From an optimization exercise on the open Yosys and OpenROAD flow, aimed at small area, a short achievable clock period and few clock cycles per item; shortcuts taken in it are not production practice.
Only simulation tests tie the RTL to the original design; equivalence was not proved.
No activity file was given, so power comes from the tool's default toggle rates.

== v12 ==
==> flow/design.v <==
package preprocess_pkg;
    localparam int unsigned NUM_ENTRY_DEFAULT = 36;
    localparam int unsigned WW_DEFAULT        = 5;
    localparam int unsigned OW_DEFAULT        = 6;
    typedef enum logic {
        IDLE = 1'b0,
        SCAN = 1'b1
    } state_t;
endpackage
module first_one_finder #(
    parameter int unsigned N = 36
) (
    input  logic [N-1:0] vec,
    output logic [N-1:0] first,
    output logic [N-1:0] rest,
    output logic         le1
);
    localparam int unsigned LG = (N > 1) ? $clog2(N) : 1;
    logic [LG:0][N-1:0] pre;
    logic [N-1:0]       below;   
    always_comb begin
        pre[0] = vec;
        for (int k = 0; k < LG; k++) begin
            for (int i = 0; i < N; i++) begin
                if (i >= (1 << k)) pre[k+1][i] = pre[k][i] | pre[k][i-(1<<k)];
                else               pre[k+1][i] = pre[k][i];
            end
        end
        below = {pre[LG][N-2:0], 1'b0};
        first = vec & ~below;
        rest  = vec & below;
        le1   = ~|rest;
    end
endmodule
module filter_compactor #(
    parameter  int unsigned NUM_ENTRY = preprocess_pkg::NUM_ENTRY_DEFAULT,
    parameter  int unsigned WW        = preprocess_pkg::WW_DEFAULT,
    parameter  int unsigned OW        = preprocess_pkg::OW_DEFAULT,
    localparam int unsigned IW        = $clog2(NUM_ENTRY),
    localparam int unsigned CW        = $clog2(NUM_ENTRY + 1)
) (
    input  logic                    clk,
    input  logic                    reset,
    input  logic                    in_valid,
    output logic                    in_ready,
    input  logic [NUM_ENTRY-1:0]    in_bit,
    input  logic [NUM_ENTRY*WW-1:0] in_weight,
    input  logic [NUM_ENTRY*OW-1:0] in_out,
    input  logic [NUM_ENTRY-1:0]    in_drop,
    output logic                    out_valid,
    input  logic                    out_ready,
    output logic                    out_bit,
    output logic [WW-1:0]           out_weight,
    output logic [OW-1:0]           out_out,
    output logic [IW-1:0]           out_index,
    output logic                    out_last,
    output logic [CW-1:0]           kept_count,
    output logic                    frame_empty
);
    localparam int unsigned DW = 1 + WW + OW;               
    localparam int unsigned GS = 6;                         
    localparam int unsigned NG = (NUM_ENTRY + GS - 1) / GS;
    localparam int unsigned GW = $clog2(GS + 1);
    logic [NUM_ENTRY-1:0]   keep;
    logic [NG-1:0][GW-1:0]  grp_d, grp_q;
    logic [IW-1:0]          fidx_d, fidx_q;
    logic                   all_drop;
    always_comb begin
        keep     = ~in_drop;
        all_drop = &in_drop;
        for (int g = 0; g < NG; g++) begin
            grp_d[g] = '0;
            for (int j = 0; j < GS; j++) begin
                if (g * GS + j < NUM_ENTRY) grp_d[g] = grp_d[g] + GW'(keep[g*GS+j]);
            end
        end
        fidx_d = '0;
        for (int i = NUM_ENTRY - 1; i >= 0; i--) begin
            if (keep[i]) fidx_d = IW'(i);
        end
    end
    always_ff @(posedge clk) begin
        grp_q  <= grp_d;
        fidx_q <= fidx_d;
    end
    logic [CW-1:0]        cnt_pre;
    logic                 empty_pre;
    logic                 single_pre;
    logic [NUM_ENTRY-1:0] fdec;
    logic [NG-1:0]        grp_lsb;
    logic                 grp_big;
    logic                 grp_two;
    always_comb begin
        cnt_pre = '0;
        grp_big = 1'b0;
        grp_two = 1'b0;
        for (int g = 0; g < NG; g++) begin
            cnt_pre    = cnt_pre + CW'(grp_q[g]);
            grp_lsb[g] = grp_q[g][0];
            grp_big    = grp_big | (|grp_q[g][GW-1:1]);
        end
        for (int g = 0; g < NG; g++) begin
            for (int h = g + 1; h < NG; h++) begin
                grp_two = grp_two | (grp_lsb[g] & grp_lsb[h]);
            end
        end
        empty_pre  = ~grp_big & ~|grp_lsb;
        single_pre = ~grp_big & ~grp_two & |grp_lsb;
        for (int i = 0; i < NUM_ENTRY; i++) begin
            fdec[i] = (fidx_q == IW'(i));
        end
    end
    logic [NUM_ENTRY-1:0]        bit_q,    bit_d;
    logic [NUM_ENTRY*WW-1:0]     weight_q, weight_d;
    logic [NUM_ENTRY*OW-1:0]     out_q,    out_d;
    logic [NUM_ENTRY-1:0]        mask;
    logic                        mask_zero;    
    logic [NUM_ENTRY-1:0] low, rest;
    logic                 le1;
    first_one_finder #(
        .N (NUM_ENTRY)
    ) u_finder (
        .vec   (mask),
        .first (low),
        .rest  (rest),
        .le1   (le1)
    );
    always_comb begin
        bit_d    = mask_zero ? in_bit    : bit_q;
        weight_d = mask_zero ? in_weight : weight_q;
        out_d    = mask_zero ? in_out    : out_q;
    end
    always_ff @(posedge clk) begin
        bit_q    <= bit_d;
        weight_q <= weight_d;
        out_q    <= out_d;
    end
    logic                 acc, acc_full, adv;
    logic [NUM_ENTRY-1:0] sel;
    logic [DW-1:0]        nxt_data;
    logic [IW-1:0]        low_idx, nxt_idx;
    logic                 nxt_last;
    logic [NUM_ENTRY-1:0] mask_d;
    logic                 mask_zero_d;
    always_comb begin
        acc      = in_valid & in_ready;
        acc_full = acc & mask_zero;
        adv      = out_ready | ~out_valid;
        sel = low | (fdec & {NUM_ENTRY{mask_zero}});
        nxt_data = '0;
        for (int i = 0; i < NUM_ENTRY; i++) begin
            nxt_data = nxt_data | ({DW{sel[i]}} &
                       {bit_d[i], weight_d[i*WW +: WW], out_d[i*OW +: OW]});
        end
        low_idx = '0;
        for (int i = 0; i < NUM_ENTRY; i++) begin
            low_idx = low_idx | (low[i] ? IW'(i) : IW'(0));
        end
        nxt_idx  = mask_zero ? fidx_q : low_idx;
        nxt_last = mask_zero ? single_pre : le1;
        mask_d = ({NUM_ENTRY{acc_full}} & keep & ~({NUM_ENTRY{adv}} & fdec)) |
                 (mask & (rest | {NUM_ENTRY{~adv}}));
        mask_zero_d = acc_full ? (empty_pre | (adv & single_pre))
                               : (mask_zero | (adv & le1));
    end
    always_ff @(posedge clk or posedge reset) begin
        if (reset) begin
            mask        <= '0;
            mask_zero   <= 1'b1;
            in_ready    <= 1'b0;
            out_valid   <= 1'b0;
            kept_count  <= '0;
            frame_empty <= 1'b0;
        end else begin
            mask        <= mask_d;
            mask_zero   <= mask_zero_d;
            in_ready    <= in_valid & ~acc & (mask_zero_d | all_drop);
            if (adv) out_valid <= mask_zero ? (acc_full & ~empty_pre) : 1'b1;
            if (acc) kept_count <= cnt_pre;
            frame_empty <= acc & empty_pre;
        end
    end
    always_ff @(posedge clk) begin
        if (adv) begin
            {out_bit, out_weight, out_out} <= nxt_data;
            out_index <= nxt_idx;
            out_last  <= nxt_last;
        end
    end
endmodule
Settings: LEC_CHECK=0, ABC_CLOCK_PERIOD_IN_PS=2400, CAP_MARGIN=20, CORE_MARGIN=2, CORE_UTILIZATION=55, SETUP_SLACK_MARGIN=3.6, SLEW_MARGIN=20; clock period 6.0 ns.
run.sh (not shown) runs the stock make flow with config.mk's settings and CLKGATE_MAP_FILE= SYNTH_SCRIPT=/design/flow/synth_recipe.tcl, a recipe that flattens the netlist after the stock synthesis.
Testbench counts of v12, summed over its fixed seeds: cycles 29,203, items 29,100.
Input-level comparison between v26 and v12:
# v12
export LEC_CHECK = 0
export ABC_CLOCK_PERIOD_IN_PS = 2400
export CAP_MARGIN = 20
export CORE_MARGIN = 2
export CORE_UTILIZATION = 55
export SETUP_SLACK_MARGIN = 3.6
export SLEW_MARGIN = 20
create_clock -name core_clock -period 6.0 [get_ports {clk}]
# v26
export LEC_CHECK = 0
export CAP_MARGIN = 20
export CORE_MARGIN = 2
export CORE_UTILIZATION = 40
export SLEW_MARGIN = 20
create_clock -name core_clock -period 6.0 [get_ports {clk}]
## What came out
Clock skew across v26 and v12: no real change.
On first-iteration DRC count, v12 loses to v26.
v26: number of instances resized during post-cts repair is 497 lower than what v12 reported.
Changes observed in v26 relative to v12: die footprint has increased; core utilization went down by 27 points; number of signal-net buffers in the layout now sits lower; area added between synthesis and finish shows a reduction of 12 points; level count of the clock H-tree comparable.
Compared with v12, v26 ends up with less cell area.
Compared with v12, v26 has less setup slack.
Higher height of the die goes to v26 over v12.
[inputs] v9 vs v26
# v26
export LEC_CHECK = 0
export CAP_MARGIN = 20
export CORE_MARGIN = 2
export CORE_UTILIZATION = 40
export SLEW_MARGIN = 20
create_clock -name core_clock -period 6.0 [get_ports {clk}]
# v9
export LEC_CHECK = 0
export CAP_MARGIN = 20
export CORE_MARGIN = 2
export CORE_UTILIZATION = 55
export CTS_BUF_LIST = sky130_fd_sc_hd__clkbuf_4 sky130_fd_sc_hd__clkbuf_8
export SETUP_SLACK_MARGIN = 3.6
export SLEW_MARGIN = 20
create_clock -name core_clock -period 6.0 [get_ports {clk}]
==> comparison <==
- v9 ended with every stage complete and zero timing, DRC or antenna violations.
- In v9 the sequential share of layout area turned out 2.6 points lower than in v26.
- Sort v9 and v26 by wire length on met2, ascending, and v9 comes first.
- Area overhead of the layout relative to synthesis in v9 is 11 points higher than in v26
- Est. power | v9 vs v26 | v9 higher
Input-level comparison between v20 and v9:
# v9
export LEC_CHECK = 0
export CAP_MARGIN = 20
export CORE_MARGIN = 2
export CORE_UTILIZATION = 55
export CTS_BUF_LIST = sky130_fd_sc_hd__clkbuf_4 sky130_fd_sc_hd__clkbuf_8
export SETUP_SLACK_MARGIN = 3.6
export SLEW_MARGIN = 20
create_clock -name core_clock -period 6.0 [get_ports {clk}]
# v20
export LEC_CHECK = 0
export CAP_MARGIN = 20
export CORE_MARGIN = 2
export CORE_UTILIZATION = 55
export SETUP_SLACK_MARGIN = 3.6
export SLEW_MARGIN = 20
create_clock -name core_clock -period 6.0 [get_ports {clk}]
==> flow/flow/run.sh (new file) <==
#!/bin/bash
# Layout flow: the standard ORFS flow (standard.sh) unchanged, except that
# the port buffers are the smallest buffer cell (buf_1) instead of the cell
# buffer_ports picks by default. Every input and output still gets a buffer.
# The full output of the flow goes to standard.log in the work folder; ORFS
# keeps each step's own log under orfs/logs/.
set -euo pipefail
bash standard.sh finish "BUFFER_PORTS_ARGS=-buffer_cell sky130_fd_sc_hd__buf_1" > standard.log 2>&1
==> flow/standard.sh (new file) <==
#!/bin/bash
# synth_recipe.tcl (not shown) runs the flow's synth.tcl, then flattens the netlist and writes it again
# the make line also repeats each setting of config.mk as NAME=value (left out here)
make -C /OpenROAD-flow-scripts/flow DESIGN_CONFIG=/design/flow/config.mk WORK_HOME=/design/flow/orfs CLKGATE_MAP_FILE= SYNTH_SCRIPT=/design/flow/synth_recipe.tcl "${@:-finish}"
removed: flow/run.sh
--- outcome ---
v20 ended up with fewer standard cells than v9. [compare] base=v9 new=v20: core occupancy in the finished layout saw a decrease, total instance count after detailed placement saw little to no change, area share of fa/ha/maj cells after synthesis saw little to no change, cell count along the critical path saw an increase, number of cells on the worst reg-to-reg path saw an increase. For v9, the critical path capture point was out_weight[3], unlike v20, where it was out_out[2].
Setup changes, v20 to v30
==> flow/run.sh (new file) <==
#!/bin/bash
# synth_recipe.tcl (not shown) runs the flow's synth.tcl, then flattens the netlist and writes it again
# the make line also repeats each setting of config.mk as NAME=value (left out here)
make -C /OpenROAD-flow-scripts/flow DESIGN_CONFIG=/design/flow/config.mk WORK_HOME=/design/flow/orfs CLKGATE_MAP_FILE= SYNTH_SCRIPT=/design/flow/synth_recipe.tcl finish
removed: flow/flow/run.sh
removed: flow/standard.sh
v30: flow completed, timing, DRC and antenna clean. Compared with v20, v30 shows a higher top fanout value on the critical path. Comparing multi-input logic portion of the cell area for v20 and v30, the bigger number came from v20. The sequential share of layout area reported for v30 is smaller than that of v20 by 2.8 points. Of the two values seen for worst setup path startpoint, mask_zero was produced by v20 and fidx_q[1] by v30. v20 ended up with sky130_fd_sc_hd__or4_4 as its slowest cell on the critical path; v30 ended up with sky130_fd_sc_hd__a222oi_1.

-- what the ideal ports hide --
The flow's constraints put no driver on any port. The routed layouts listed below were extracted and timed again, unchanged, in two steps. Step 1 (the two cells are an assumption about what drives the block):
set clk [get_ports {clk}]
set_driving_cell -lib_cell sky130_fd_sc_hd__clkbuf_16 $clk
set_driving_cell -lib_cell sky130_fd_sc_hd__buf_2 [delete_from_list [all_inputs] $clk]
Step 2 moves the port delays by t, midway between the first and last clock arrival at a register: inputs arrive t later, outputs are due t later. That takes back most of the time a late clock gives input paths. Three values: ideal ports, drivers, drivers and shift; two values: the first two.
| run | t, ns | setup WS [ns] | hold WS [ns] | clock arrival spread, ns | slew at the worst register clock pin (ns) |
|---|---|---|---|---|---|
| v12 | 0.672 | 2.524 / 2.524 / 2.015 | 0.468 / 0.468 / 0.468 | 0.043 / 0.043 | 0.07 / 0.07 |
| v26 | 0.671 | 1.395 / 1.395 / 1.266 | 0.459 / 0.459 / 0.459 | 0.055 / 0.055 | 0.07 / 0.07 |
| v9 | 0.744 | 2.552 / 2.552 / 1.994 | 0.468 / 0.468 / 0.468 | 0.047 / 0.047 | 0.07 / 0.07 |
| v20 | 0.672 | 2.546 / 2.546 / 2.285 | 0.456 / 0.456 / 0.456 | 0.040 / 0.040 | 0.07 / 0.07 |
| v30 | 0.672 | 2.524 / 2.524 / 2.015 | 0.468 / 0.468 / 0.468 | 0.043 / 0.043 | 0.07 / 0.07 |
After both steps setup and hold are still met in every run listed. For v9, which loses most, drivers alone change the setup slack by 0.000 ns; drivers and shift together by -0.558 ns.
